Context: an optimization exercise on an open-source flow, tuned for small area, a short achievable clock period and few clock cycles per item. The choices shown serve that exercise and are no tape-out recipe. Power and IR drop assume default switching activity.

==> inputs of run a <==
Design matvec3, start of the top module:
module matvec3
(
    input  logic               clk,
    input  logic               reset,
    input  logic               input_valid,
    output logic               input_ready,
    input  logic signed [13:0] input_data,
    output logic               output_valid,
    input  logic               output_ready,
    output logic signed [27:0] output_data
);
==> module matvec3, before the edit <==
module matvec3
(
    input  logic               clk,
    input  logic               reset,
    input  logic               input_valid,
    output logic               input_ready,
    input  logic signed [13:0] input_data,
    output logic               output_valid,
    input  logic               output_ready,
    output logic signed [27:0] output_data
);
    logic [3:0]         ph;        
    logic signed [13:0] ring [12];
    logic [3:0]         wc;
    logic               active;    
    logic [3:0]         pi;        
    logic [1:0]         pc;        
    logic [1:0]         xl;        
    logic               fire_d;
    logic               first_d;
    logic               last_d;
    logic [27:0]        s_q;
    logic [27:0]        c_q;
    logic signed [27:0] acc;
    logic signed [13:0] x_q;       
    logic signed [13:0] ring0_d;
    logic [27:0]        s_d;
    logic [27:0]        c_d;
    logic [3:0]         pi_ph;     
    logic slot_free;
    logic accept;
    logic fire;
    logic cancel;
    logic retire;
    always_comb begin
        if (wc < 4'd9)       slot_free = !active || (pi > wc);
        else if (wc == 4'd9) slot_free = !active;
        else                 slot_free = 1'b1;
    end
    assign input_ready = (ph == wc) && slot_free;
    assign accept      = input_valid && input_ready;
    assign pi_ph       = (pi < 4'd2) ? pi + 4'd10 : pi - 4'd2;
    assign cancel      = fire_d && first_d && output_valid && !output_ready;
    assign retire      = fire_d && !cancel;
    assign fire        = active && (ph == pi_ph) && (xl > pc) && !cancel;
    assign output_data = acc;
    assign ring0_d = accept ? input_data : ring[11];
    always_ff @(posedge clk) begin
        if (ph >= 4'd9)      x_q <= ring0_d;
        else if (ph <= 4'd2) x_q <= ring[2];
        else                 x_q <= ring[5];
    end
    mul_csa mul_i (
        .w  (ring[9]),
        .x  (x_q),
        .r0 (s_d),
        .r1 (c_d)
    );
    always_ff @(posedge clk) begin
        ring[0] <= ring0_d;
        for (int k = 1; k < 12; k++) ring[k] <= ring[k-1];
        s_q     <= s_d;
        c_q     <= c_d;
        first_d <= (pc == 2'd0);
        last_d  <= (pc == 2'd2);
    end
    always_ff @(posedge clk) begin
        if (retire) begin
            acc <= (first_d ? 28'sd0 : acc) + s_q + c_q;
        end
    end
    always_ff @(posedge clk) begin
        if (reset) begin
            ph           <= '0;
            wc           <= '0;
            active       <= 1'b0;
            pi           <= '0;
            pc           <= '0;
            xl           <= '0;
            fire_d       <= 1'b0;
            output_valid <= 1'b0;
        end else begin
            ph     <= (ph == 4'd11) ? 4'd0 : ph + 4'd1;
            fire_d <= fire;
            if (accept) begin
                wc <= (wc == 4'd11) ? 4'd0 : wc + 4'd1;
                if (wc == 4'd9) begin
                    active <= 1'b1;
                    pi     <= '0;
                    pc     <= '0;
                    xl     <= 2'd1;
                end else if (wc > 4'd9) begin
                    xl <= xl + 2'd1;
                end
            end
            if (fire) begin
                pi <= pi + 4'd1;
                pc <= (pc == 2'd2) ? 2'd0 : pc + 2'd1;
                if (pi == 4'd8) active <= 1'b0;
            end else if (cancel) begin
                pi <= pi - 4'd1;
                pc <= '0;
            end
            if (retire && last_d)   output_valid <= 1'b1;
            else if (output_ready)  output_valid <= 1'b0;
        end
    end
endmodule
export LEC_CHECK = 0
export CAP_MARGIN = 20
export CORE_MARGIN = 2
export CORE_UTILIZATION = 40
export SLEW_MARGIN = 20
create_clock -name core_clock -period 7.0 [get_ports {clk}]
run.sh (not shown) runs the stock make flow with config.mk's settings and CLKGATE_MAP_FILE= SYNTH_SCRIPT=/design/flow/synth_recipe.tcl, a recipe that flattens the netlist after the stock synthesis.
==> run b (differences from run a) <==
- SETUP_SLACK_MARGIN: unset -> 4.0
==> run c (differences from run a) <==
--- a/flow/design.v
+++ b/flow/design.v
@@ -367,4 +367,5 @@
     logic               active;    
     logic [3:0]         pi;        
+    logic [1:0]         pr;        
     logic [1:0]         pc;        
     logic [1:0]         xl;        
@@ -375,6 +376,5 @@
     logic [27:0]        c_q;
     logic signed [27:0] acc;
-    logic signed [13:0] x_q;       
-    logic signed [13:0] ring0_d;
+    logic signed [13:0] x_op;
     logic [27:0]        s_d;
     logic [27:0]        c_d;
@@ -397,18 +397,19 @@
     assign fire        = active && (ph == pi_ph) && (xl > pc) && !cancel;
     assign output_data = acc;
-    assign ring0_d = accept ? input_data : ring[11];
-    always_ff @(posedge clk) begin
-        if (ph >= 4'd9)      x_q <= ring0_d;
-        else if (ph <= 4'd2) x_q <= ring[2];
-        else                 x_q <= ring[5];
+    always_comb begin
+        case (pr)
+            2'd0:    x_op = ring[0];
+            2'd1:    x_op = ring[3];
+            default: x_op = ring[6];
+        endcase
     end
     mul_csa mul_i (
         .w  (ring[9]),
-        .x  (x_q),
+        .x  (x_op),
         .r0 (s_d),
         .r1 (c_d)
     );
     always_ff @(posedge clk) begin
-        ring[0] <= ring0_d;
+        ring[0] <= accept ? input_data : ring[11];
         for (int k = 1; k < 12; k++) ring[k] <= ring[k-1];
         s_q     <= s_d;
@@ -428,4 +429,5 @@
             active       <= 1'b0;
             pi           <= '0;
+            pr           <= '0;
             pc           <= '0;
             xl           <= '0;
@@ -440,4 +442,5 @@
                     active <= 1'b1;
                     pi     <= '0;
+                    pr     <= '0;
                     pc     <= '0;
                     xl     <= 2'd1;
@@ -448,5 +451,10 @@
             if (fire) begin
                 pi <= pi + 4'd1;
-                pc <= (pc == 2'd2) ? 2'd0 : pc + 2'd1;
+                if (pc == 2'd2) begin
+                    pc <= '0;
+                    pr <= pr + 2'd1;
+                end else begin
+                    pc <= pc + 2'd1;
+                end
                 if (pi == 4'd8) active <= 1'b0;
             end else if (cancel) begin
==> run notes <==
In worst hold slack, run a and run b hardly differ.
Clock skew: run b < run a < run c.
Combinational power, lowest first: run a, run c, run b.
Run a passed the timing, DRC and antenna checks. Run c completed with no timing, DRC or antenna violations. Run b finished clean.
Of run a and run c, run c has the higher routed wire length (gap about 3%, measured against run c).
Against run b, the clock power of run c is lower by about 4%.
In sequential power, run a and run c hardly differ.
The lowest core utilization belongs to run c, the highest to run b.
Setup slack, highest first: run b, run c, run a.
==> figures <==
Run status: run a timing/DRC/antenna clean; run b timing/DRC/antenna clean; run c timing/DRC/antenna clean
Mapped Nets: run a 1802; run b 1802; run c 1826
Global placement routability congestion: run a 0.8693; run b 0.8866; run c 0.8548
Slowest cell on the critical path: run a sky130_fd_sc_hd__dfxtp_1; run b sky130_fd_sc_hd__dfxtp_4; run c sky130_fd_sc_hd__a21oi_1
Net Sw Frac: run a 42.56%; run b 42.29%; run c 43.32%
Startpoint of the most critical register-to-register path: run a ring[9][2]; run b first_d; run c pr[0]
Slew of the pin with the lowest slew margin: run a 1.116 ns; run b 1.075 ns; run c 1.208 ns
Sort of element at the end of the critical path: run a register; run b output port; run c register
Nonclk inv count: run a 105; run b 108; run c 85
R2R setup slack: run a 2.07 ns; run b 3.69 ns; run c 2.11 ns
Total wire length after detailed routing: run a 36.59 mm; run b 44.22 mm; run c 37.75 mm
Finished Cell Area: run a 0.01677 mm^2; run b 0.02012 mm^2; run c 0.01703 mm^2
Non-filler cells, final: run a 2102; run b 2254; run c 2137
Required arrival time at the worst endpoint: run a 7.44 ns; run b 5.60 ns; run c 7.43 ns
Worst slack at placement: run a 2.131 ns; run b 2.504 ns; run c 1.983 ns
Avg Cell Area, Syn: run a 9.181 um^2; run b 9.181 um^2; run c 9.243 um^2
Total met2 wirelength after detailed routing: run a 15.82 mm; run b 19.44 mm; run c 16.34 mm
Total die area: run a 0.03904 mm^2; run b 0.03904 mm^2; run c 0.03989 mm^2
No run of this note included a check of the RTL's function; only the layout flow was run.

## re-timing with driven ports
The results above use ideal ports. As a check the final layouts listed here were re-extracted and re-timed, cells and wires unchanged.
Step 1 sets driving cells, clkbuf_16 on the clock port and buf_2 on the other inputs (assumed; they add their load-dependent delay and slew).
Step 2 adds t to the input delays and takes it off the output delays; t is the mean of the earliest and latest rising clock arrival at the registers after step 1. Input paths then give back, and output paths get back, about the clock's delay inside the block.
Slacks: no drivers / after step 1 / after step 2; pairs: no drivers / after step 1.
run	t, ns	setup WS [ns]	worst setup path after step 2	clock arrival spread, ns	slew at the worst register clock pin (ns)
run a	0.613	2.072 / 2.072 / 2.072	register to register	0.018 / 0.019	0.07 / 0.07
run b	0.615	3.543 / 3.495 / 3.429	input to register	0.016 / 0.017	0.07 / 0.07
run c	0.613	2.115 / 2.115 / 2.115	register to register	0.021 / 0.021	0.08 / 0.08
After both steps setup and hold are still met in every run listed. The setup slack of run b, which loses most, moves by -0.048 ns with the drivers and by -0.114 ns with both steps.
